Source: an optimization exercise on an open RTL-to-GDS flow (aim: small area). Production flows keep margins and buffers that such runs may drop.
Function was checked by simulation only, so behaviour that the tests miss may differ from the original.
Power and IR drop assume default switching activity. No driver is modelled on the clock port, so clocking that relies on it looks cheaper here than on a real chip.

==> flow/design.v <==
package cnn_pkg;
    localparam int IMG_DIM     = 6;
    localparam int KER_DIM     = 3;
    localparam int NUM_KERNELS = 2;
    localparam int MAP_DIM     = IMG_DIM - KER_DIM + 1;
    localparam int NUM_FEATURES = NUM_KERNELS * (MAP_DIM / 2) * (MAP_DIM / 2);
    localparam int NUM_CLASSES  = 4;
    localparam int CONV_WEIGHTS  = NUM_KERNELS * KER_DIM * KER_DIM;
    localparam int TOTAL_WEIGHTS = CONV_WEIGHTS + NUM_CLASSES * NUM_FEATURES;
    localparam int WADDR_W       = $clog2(TOTAL_WEIGHTS);
    typedef logic signed [7:0]  pixel_t;
    typedef logic signed [31:0] acc_t;
    typedef struct packed {
        logic               valid;
        logic [WADDR_W-1:0] addr;
    } wt_req_t;
    typedef struct packed {
        logic [$clog2(NUM_KERNELS)-1:0] kernel;
        logic [$clog2(MAP_DIM)-1:0]     row;
        logic [$clog2(MAP_DIM)-1:0]     col;
        acc_t                           sum;
    } map_px_t;
    typedef pixel_t [NUM_FEATURES-1:0] feature_vec_t;
    typedef enum logic [1:0] {
        C_IDLE,
        C_LOAD,
        C_COMPUTE,
        C_EMIT
    } conv_state_t;
    typedef enum logic [1:0] {
        F_IDLE,
        F_COMPUTE,
        F_OUTPUT
    } fc_state_t;
endpackage
`timescale 1ns/1ps
module cnn_top
#(
    parameter int RELU_SHIFT = 4
)
(
    input  logic            clk,
    input  logic            resetn,
    input  logic            weight_tvalid,
    output logic            weight_tready,
    input  cnn_pkg::pixel_t weight_tdata,
    input  logic            image_tvalid,
    output logic            image_tready,
    input  cnn_pkg::pixel_t image_tdata,
    output logic            result_tvalid,
    input  logic            result_tready,
    output cnn_pkg::acc_t   result_tdata,
    output logic            result_tlast
);
    localparam logic [2:0] S_IN  = 3'd0;    
    localparam logic [2:0] S_W   = 3'd1;    
    localparam logic [2:0] S_P   = 3'd2;    
    localparam logic [2:0] S_RW  = 3'd3;    
    localparam logic [2:0] S_RT  = 3'd4;    
    localparam logic [2:0] S_PL  = 3'd5;    
    localparam logic [2:0] S_OUT = 3'd6;    
    logic [399:0]       wring;
    logic [119:0]       pring;
    logic [55:0]        fring;
    logic signed [18:0] acc;
    logic [5:0] c;        
    logic [2:0] pf;       
    logic [3:0] pa;       
    logic [5:0] wt;       
    logic       loaded;
    logic [2:0] st;
    logic       fcm;      
    logic       k;
    logic [2:0] p;        
    logic [1:0] j;
    logic [2:0] R, C;     
    logic [2:0] s;        
    assign wt = {k, j, p};
    logic [7:0] w49, px14;
    logic [6:0] f7;
    assign w49  = wring[399:392];
    assign px14 = pring[119:112];
    assign f7   = fring[55:49];
    logic wfire;
    assign weight_tready = !loaded && (c == wt);
    assign wfire         = weight_tvalid && weight_tready;
    logic [7:0] w_in;
    always_comb
    begin
        if (wfire)
            w_in = {weight_tdata[0], weight_tdata[7:1]};
        else if (st == S_RT)
            w_in = {w49[6:0], w49[7]};
        else
            w_in = w49;
    end
    logic ifire;
    assign image_tready = loaded && (st == S_IN) && (pa == 4'd0);
    assign ifire        = image_tvalid && image_tready;
    logic [2:0] nR, nC;
    always_comb
    begin
        if (C == 3'd5)
        begin
            nC = 3'd0;
            nR = (R == 3'd5) ? 3'd0 : R + 3'd1;
        end
        else
        begin
            nC = C + 3'd1;
            nR = R;
        end
    end
    logic       tap;
    logic [1:0] kr;
    always_comb
    begin
        tap = 1'b0;
        kr  = 2'd0;
        case (pa)
            4'd0, 4'd1, 4'd2:    begin tap = 1'b1; kr = 2'd0; end
            4'd6, 4'd7, 4'd8:    begin tap = 1'b1; kr = 2'd1; end
            4'd12, 4'd13, 4'd14: begin tap = 1'b1; kr = 2'd2; end
            default:             begin tap = 1'b0; kr = 2'd0; end
        endcase
    end
    logic [3:0] sel;
    logic [10:0] tapbits;
    assign sel = {1'b0, s} + ((kr == 2'd1) ? 4'd3 : (kr == 2'd2) ? 4'd6 : 4'd0);
    genvar g;
    generate
        for (g = 0; g < 11; g++)
        begin : g_tap
            assign tapbits[g] = wring[8*g+7];
        end
    endgenerate
    logic wbit;
    assign wbit = fcm ? wring[7] : tapbits[sel];
    logic mac, first, neg, add, dbl;
    assign mac   = (st == S_P) && (fcm || tap);
    assign first = (st == S_P) && (fcm ? (pf == 3'd0) : (pa == 4'd0));
    assign neg   = (p == 3'd0);
    assign add   = mac && wbit;
    assign dbl   = first || (st == S_RT && neg);
    logic [7:0]  op;
    logic [18:0] opx, tx, base;
    assign op   = fcm ? {1'b0, f7} : px14;
    assign opx  = {{11{op[7]}}, op};
    assign tx   = add ? (neg ? ~opx : opx) : 19'd0;
    assign base = dbl ? {acc[17:0], 1'b0} : acc;
    logic [6:0] q;
    always_comb
    begin
        if (acc[18])
            q = 7'd0;
        else if (|acc[17:RELU_SHIFT+7])
            q = 7'd127;
        else
            q = acc[RELU_SHIFT+6:RELU_SHIFT];
    end
    logic [2:0] f;
    logic       pfirst, pwr;
    assign f      = {k, R[2], C[2]};
    assign pfirst = !R[0] && !C[0];
    assign pwr    = (st == S_PL) && (pf == f) && (pfirst || q > f7);
    logic conv_go, fc_go;
    assign conv_go = (pa == 4'd14) && (k ? (c >= 6'd23 && c <= 6'd27) : (c >= 6'd14 && c <= 6'd18));
    assign fc_go   = (pf == 3'd7) && (c == {1'b1, j, 3'b000});
    logic [18:0] acc_sum;
    logic [19:0] acc_cy;
    always_comb
    begin
        acc_cy[0] = add && neg;
        for (int i = 0; i < 19; i++)
        begin
            acc_sum[i]  = base[i] ^ tx[i] ^ acc_cy[i];
            acc_cy[i+1] = (base[i] & tx[i]) | (acc_cy[i] & (base[i] ^ tx[i]));
        end
    end
    always_ff @(posedge clk)
    begin
        wring <= {wring[391:0], w_in};
        pring <= {pring[111:0], ifire ? image_tdata : px14};
        fring <= {fring[48:0], pwr ? q : f7};
        acc   <= acc_sum;
        if (st == S_W && conv_go)
            s <= c[2:0] + (k ? 3'd1 : 3'd2);
    end
    always_ff @(posedge clk or negedge resetn)
    begin
        if (!resetn)
        begin
            c      <= 6'd14;
            pf     <= 3'd1;
            pa     <= 4'd0;
            loaded <= 1'b0;
            st     <= S_IN;
            fcm    <= 1'b0;
            k      <= 1'b0;
            j      <= 2'd1;
            p      <= 3'd6;
            R      <= 3'd5;
            C      <= 3'd5;
        end
        else
        begin
            c  <= (&c) ? 6'd14 : c + 6'd1;
            pf <= pf + 3'd1;
            pa <= (ifire || pa == 4'd14) ? 4'd0 : pa + 4'd1;
            if (wfire)
            begin
                {k, j, p} <= wt + 6'd1;
                if (&wt)
                    loaded <= 1'b1;
            end
            case (st)
                S_IN:
                begin
                    if (ifire)
                    begin
                        R <= nR;
                        C <= nC;
                        if ((nR >= 3'd2) && (nC >= 3'd2))
                            st <= S_RW;
                    end
                end
                S_W:
                begin
                    if (fcm ? fc_go : conv_go)
                        st <= S_P;
                end
                S_P:
                begin
                    if (fcm ? (pf == 3'd7) : (pa == 4'd14))
                    begin
                        p  <= p + 3'd1;
                        st <= (p == 3'd7) ? (fcm ? S_OUT : S_PL) : S_RW;
                    end
                end
                S_RW:
                begin
                    if (&c)
                        st <= S_RT;
                end
                S_RT:
                begin
                    if (&c)
                        st <= S_W;
                end
                S_PL:
                begin
                    if (pf == f)
                    begin
                        k <= !k;
                        if (!k)
                            st <= S_RW;
                        else if (R == 3'd5 && C == 3'd5)
                        begin
                            fcm <= 1'b1;
                            st  <= S_RW;
                        end
                        else
                            st <= S_IN;
                    end
                end
                S_OUT:
                begin
                    if (result_tready)
                    begin
                        j <= j + 2'd1;
                        if (j == 2'd3)
                        begin
                            fcm <= 1'b0;
                            st  <= S_IN;
                        end
                        else
                            st <= S_RW;
                    end
                end
                default:
                    st <= S_IN;
            endcase
        end
    end
    assign result_tvalid = (st == S_OUT);
    assign result_tdata  = {{13{acc[18]}}, acc};
    assign result_tlast  = (j == 2'd3);
endmodule
==> flow/config.mk <==
export PLATFORM = sky130hd
export DESIGN_NAME = cnn_top
export DESIGN_NICKNAME = cnn_top
export VERILOG_FILES = /design/flow/design.v
export SDC_FILE = /design/flow/constraint.sdc
export NUM_CORES = 4
export LEC_CHECK = 0
export CAP_MARGIN = 20
export CORE_MARGIN = 2
export CORE_UTILIZATION = 70
export SLEW_MARGIN = 20
==> flow/constraint.sdc <==
create_clock -name core_clock -period 11.0 [get_ports {clk}]
set_input_delay 2.2000 -clock core_clock [delete_from_list [all_inputs] [get_ports {clk}]]
set_output_delay 2.2000 -clock core_clock [all_outputs]
set_load 0.01 [all_outputs]
standard.sh (not shown) runs the stock make flow with config.mk's settings and CLKGATE_MAP_FILE= SYNTH_SCRIPT=/design/flow/synth_recipe.tcl, a recipe that flattens the netlist after the stock synthesis.
==> flow/flow/run.sh <==
#!/bin/bash
# The standard layout (standard.sh) with three changes:
#  - synthesis maps logic with an area-oriented ABC script (flow/my_synth.tcl);
#  - port buffers are buf_1 cells;
#  - clock tree synthesis inserts no dummy loads.
set -euo pipefail
here=$PWD
bash standard.sh SYNTH_SCRIPT=$here/flow/my_synth.tcl synth > synth.log 2>&1
export BUFFER_PORTS_ARGS="-buffer_cell sky130_fd_sc_hd__buf_1"
export CTS_ARGS="-sink_clustering_enable -repair_clock_nets -dont_use_dummy_load -sink_clustering_size 34 -sink_clustering_max_diameter 80 -buf_list {sky130_fd_sc_hd__clkbuf_8 sky130_fd_sc_hd__clkbuf_16}"
bash standard.sh > layout.log 2>&1
==> flow/flow/area.abc <==
strash
 &get -n
 &fraig -x
 &put
 scorr
 dc2
 dretime
 strash
 dch -f
 amap -m -F 8 -A 16
 topo
==> flow/flow/my_synth.tcl <==
# The standard synthesis script (synth_recipe.tcl) with two changes that only
# affect combinational mapping: no full-adder extraction, and an area-oriented
# ABC script (area.abc beside this file) in place of ORFS's speed script.
# Flip-flop mapping, flattening and renaming are unchanged.
set ::area_abc_script [file join [file dirname [file normalize [info script]]] area.abc]
proc abc {args} {
  set i [lsearch -exact $args -script]
  if {$i >= 0} { lset args [expr {$i + 1}] $::area_abc_script }
  yosys abc {*}$args
}
proc extract_fa {args} {}
proc synth {args} { yosys synth -nofsm -noshare {*}$args }
source $::env(SCRIPTS_DIR)/synth.tcl
# left out here: clear keep_hierarchy, flatten, clean up, hide names made inside functions, write 1_2_yosys.v
Next try:
==> flow/run.sh (new file) <==
#!/bin/bash
# synth_recipe.tcl (not shown) runs the flow's synth.tcl, then flattens the netlist and writes it again
# the make line also repeats each setting of config.mk as NAME=value (left out here)
make -C /OpenROAD-flow-scripts/flow DESIGN_CONFIG=/design/flow/config.mk WORK_HOME=/design/flow/orfs CLKGATE_MAP_FILE= SYNTH_SCRIPT=/design/flow/synth_recipe.tcl finish
- CTS_BUF_LIST: not set -> sky130_fd_sc_hd__clkbuf_8 sky130_fd_sc_hd__clkbuf_16
- CTS_CLUSTER_DIAMETER: not set -> 100
- CTS_CLUSTER_SIZE: not set -> 30
removed: flow/flow/run.sh
removed: flow/flow/area.abc
removed: flow/flow/my_synth.tcl
removed: flow/standard.sh
What happened: Final area climbs by 7.6%. Wire length climbs by 4.3%. Worst setup slack got worse by 3.3 ns. Via count drops by 3.4%. Register-to-register slack got worse by 3.3 ns.
Next try:
==> flow/flow/run.sh (new file) <==
#!/bin/bash
# The standard layout (standard.sh) with three changes:
#  - synthesis maps logic with an area-oriented ABC script (flow/my_synth.tcl);
#  - port buffers are buf_1 cells;
#  - clock tree synthesis inserts no dummy loads.
set -euo pipefail
here=$PWD
bash standard.sh SYNTH_SCRIPT=$here/flow/my_synth.tcl synth > synth.log 2>&1
export BUFFER_PORTS_ARGS="-buffer_cell sky130_fd_sc_hd__buf_1"
export CTS_ARGS="-sink_clustering_enable -repair_clock_nets -dont_use_dummy_load -sink_clustering_size 36 -sink_clustering_max_diameter 80 -buf_list {sky130_fd_sc_hd__clkbuf_8 sky130_fd_sc_hd__clkbuf_16}"
bash standard.sh > layout.log 2>&1
==> flow/flow/area.abc (new file) <==
strash
 &get -n
 &fraig -x
 &put
 scorr
 dc2
 dretime
 strash
 dch -f
 amap -m -F 8 -A 16
 topo
==> flow/flow/my_synth.tcl (new file) <==
# The standard synthesis script (synth_recipe.tcl) with two changes that only
# affect combinational mapping: no full-adder extraction, and an area-oriented
# ABC script (area.abc beside this file) in place of ORFS's speed script.
# Flip-flop mapping, flattening and renaming are unchanged.
set ::area_abc_script [file join [file dirname [file normalize [info script]]] area.abc]
proc abc {args} {
  set i [lsearch -exact $args -script]
  if {$i >= 0} { lset args [expr {$i + 1}] $::area_abc_script }
  yosys abc {*}$args
}
proc extract_fa {args} {}
proc synth {args} { yosys synth -nofsm -noshare {*}$args }
source $::env(SCRIPTS_DIR)/synth.tcl
# left out here: clear keep_hierarchy, flatten, clean up, hide names made inside functions, write 1_2_yosys.v
==> flow/standard.sh (new file) <==
#!/bin/bash
# synth_recipe.tcl (not shown) runs the flow's synth.tcl, then flattens the netlist and writes it again
# the make line also repeats each setting of config.mk as NAME=value (left out here)
make -C /OpenROAD-flow-scripts/flow DESIGN_CONFIG=/design/flow/config.mk WORK_HOME=/design/flow/orfs CLKGATE_MAP_FILE= SYNTH_SCRIPT=/design/flow/synth_recipe.tcl "${@:-finish}"
- CTS_BUF_LIST: sky130_fd_sc_hd__clkbuf_8 sky130_fd_sc_hd__clkbuf_16 -> not set
- CTS_CLUSTER_DIAMETER: 100 -> not set
- CTS_CLUSTER_SIZE: 30 -> not set
removed: flow/run.sh
Outcome: Setup slack gets better by 3.3 ns. Power increases by 3.2%. First-iteration DRC count goes up by 18%. Global-route usage fell by 0.73 points. Count of clock-buffer cells in the layout goes down by 4. Routed wire length came out lower by 7.1%. Synthesized cell count goes up by 0.85%. Final area decreases by 7.2%.
Next try:
==> flow/flow/run.sh (replaced) <==
#!/bin/bash
# The standard layout (standard.sh) with three changes:
#  - synthesis maps logic with an area-oriented ABC script (flow/my_synth.tcl);
#  - port buffers are buf_1 cells;
#  - clock tree synthesis inserts no dummy loads.
set -euo pipefail
here=$PWD
bash standard.sh SYNTH_SCRIPT=$here/flow/my_synth.tcl synth > synth.log 2>&1
export BUFFER_PORTS_ARGS="-buffer_cell sky130_fd_sc_hd__buf_1"
export CTS_ARGS="-sink_clustering_enable -repair_clock_nets -dont_use_dummy_load -sink_clustering_size 34 -sink_clustering_max_diameter 70 -buf_list {sky130_fd_sc_hd__clkbuf_8 sky130_fd_sc_hd__clkbuf_16}"
bash standard.sh > layout.log 2>&1
Effect: Worst hold slack gets worse by 0.019 ns; worst setup slack hardly moves; global-route usage barely changes; die area is unchanged; via count hardly moves; area after synthesis stays the same; design area hardly moves; register-to-register slack hardly moves.
Next try:
==> flow/flow/run.sh (replaced) <==
#!/bin/bash
# The standard layout (standard.sh) with three changes:
#  - synthesis maps logic with an area-oriented ABC script (flow/my_synth.tcl);
#  - port buffers are buf_1 cells;
#  - clock tree synthesis inserts no dummy loads.
set -euo pipefail
here=$PWD
bash standard.sh SYNTH_SCRIPT=$here/flow/my_synth.tcl synth > synth.log 2>&1
export BUFFER_PORTS_ARGS="-buffer_cell sky130_fd_sc_hd__buf_1"
export CTS_ARGS="-sink_clustering_enable -repair_clock_nets -dont_use_dummy_load -sink_clustering_size 40 -sink_clustering_max_diameter 50 -buf_list {sky130_fd_sc_hd__clkbuf_8 sky130_fd_sc_hd__clkbuf_16}"
bash standard.sh > layout.log 2>&1
Outcome: Via count increases by 2.2%; area after synthesis does not change; final cell count increases by 0.92%; utilization increases by 1.5 points; setup slack is about the same; first-iteration DRC count increases by 13%; routed wire length increases by 8.1%.

## re-timing with driven ports
The flow's constraints put no driver on any port. The routed layouts listed below were extracted and timed again, unchanged, in two steps.
Step 1: set_driving_cell puts a clkbuf_16 on clk and a buf_2 on each other input, an assumption about the parent block.
Step 2 times the ports against the registers' clock, not the clock port: input delays grow and output delays shrink by t, the midpoint of the rising clock arrivals with the driver on.
a / b / c = ideal ports / drivers / drivers and shift; a / b = the first two.
run | t (ns) | setup slack, ns | worst slew at a driven data input, ns | cell pins on the clock port's net
the first run | 0.584 | 3.712 / 3.712 / 3.712 | 0.03 | 1
the second run | 0.593 | 0.376 / 0.376 / 0.376 | 0.04 | 1
the third run | 0.570 | 3.647 / 3.647 / 3.647 | 0.03 | 1
the fourth run | 0.573 | 3.648 / 3.648 / 3.648 | 0.03 | 1
the fifth run | 0.547 | 3.646 / 3.646 / 3.646 | 0.03 | 1
After both steps setup and hold are still met in every run listed.
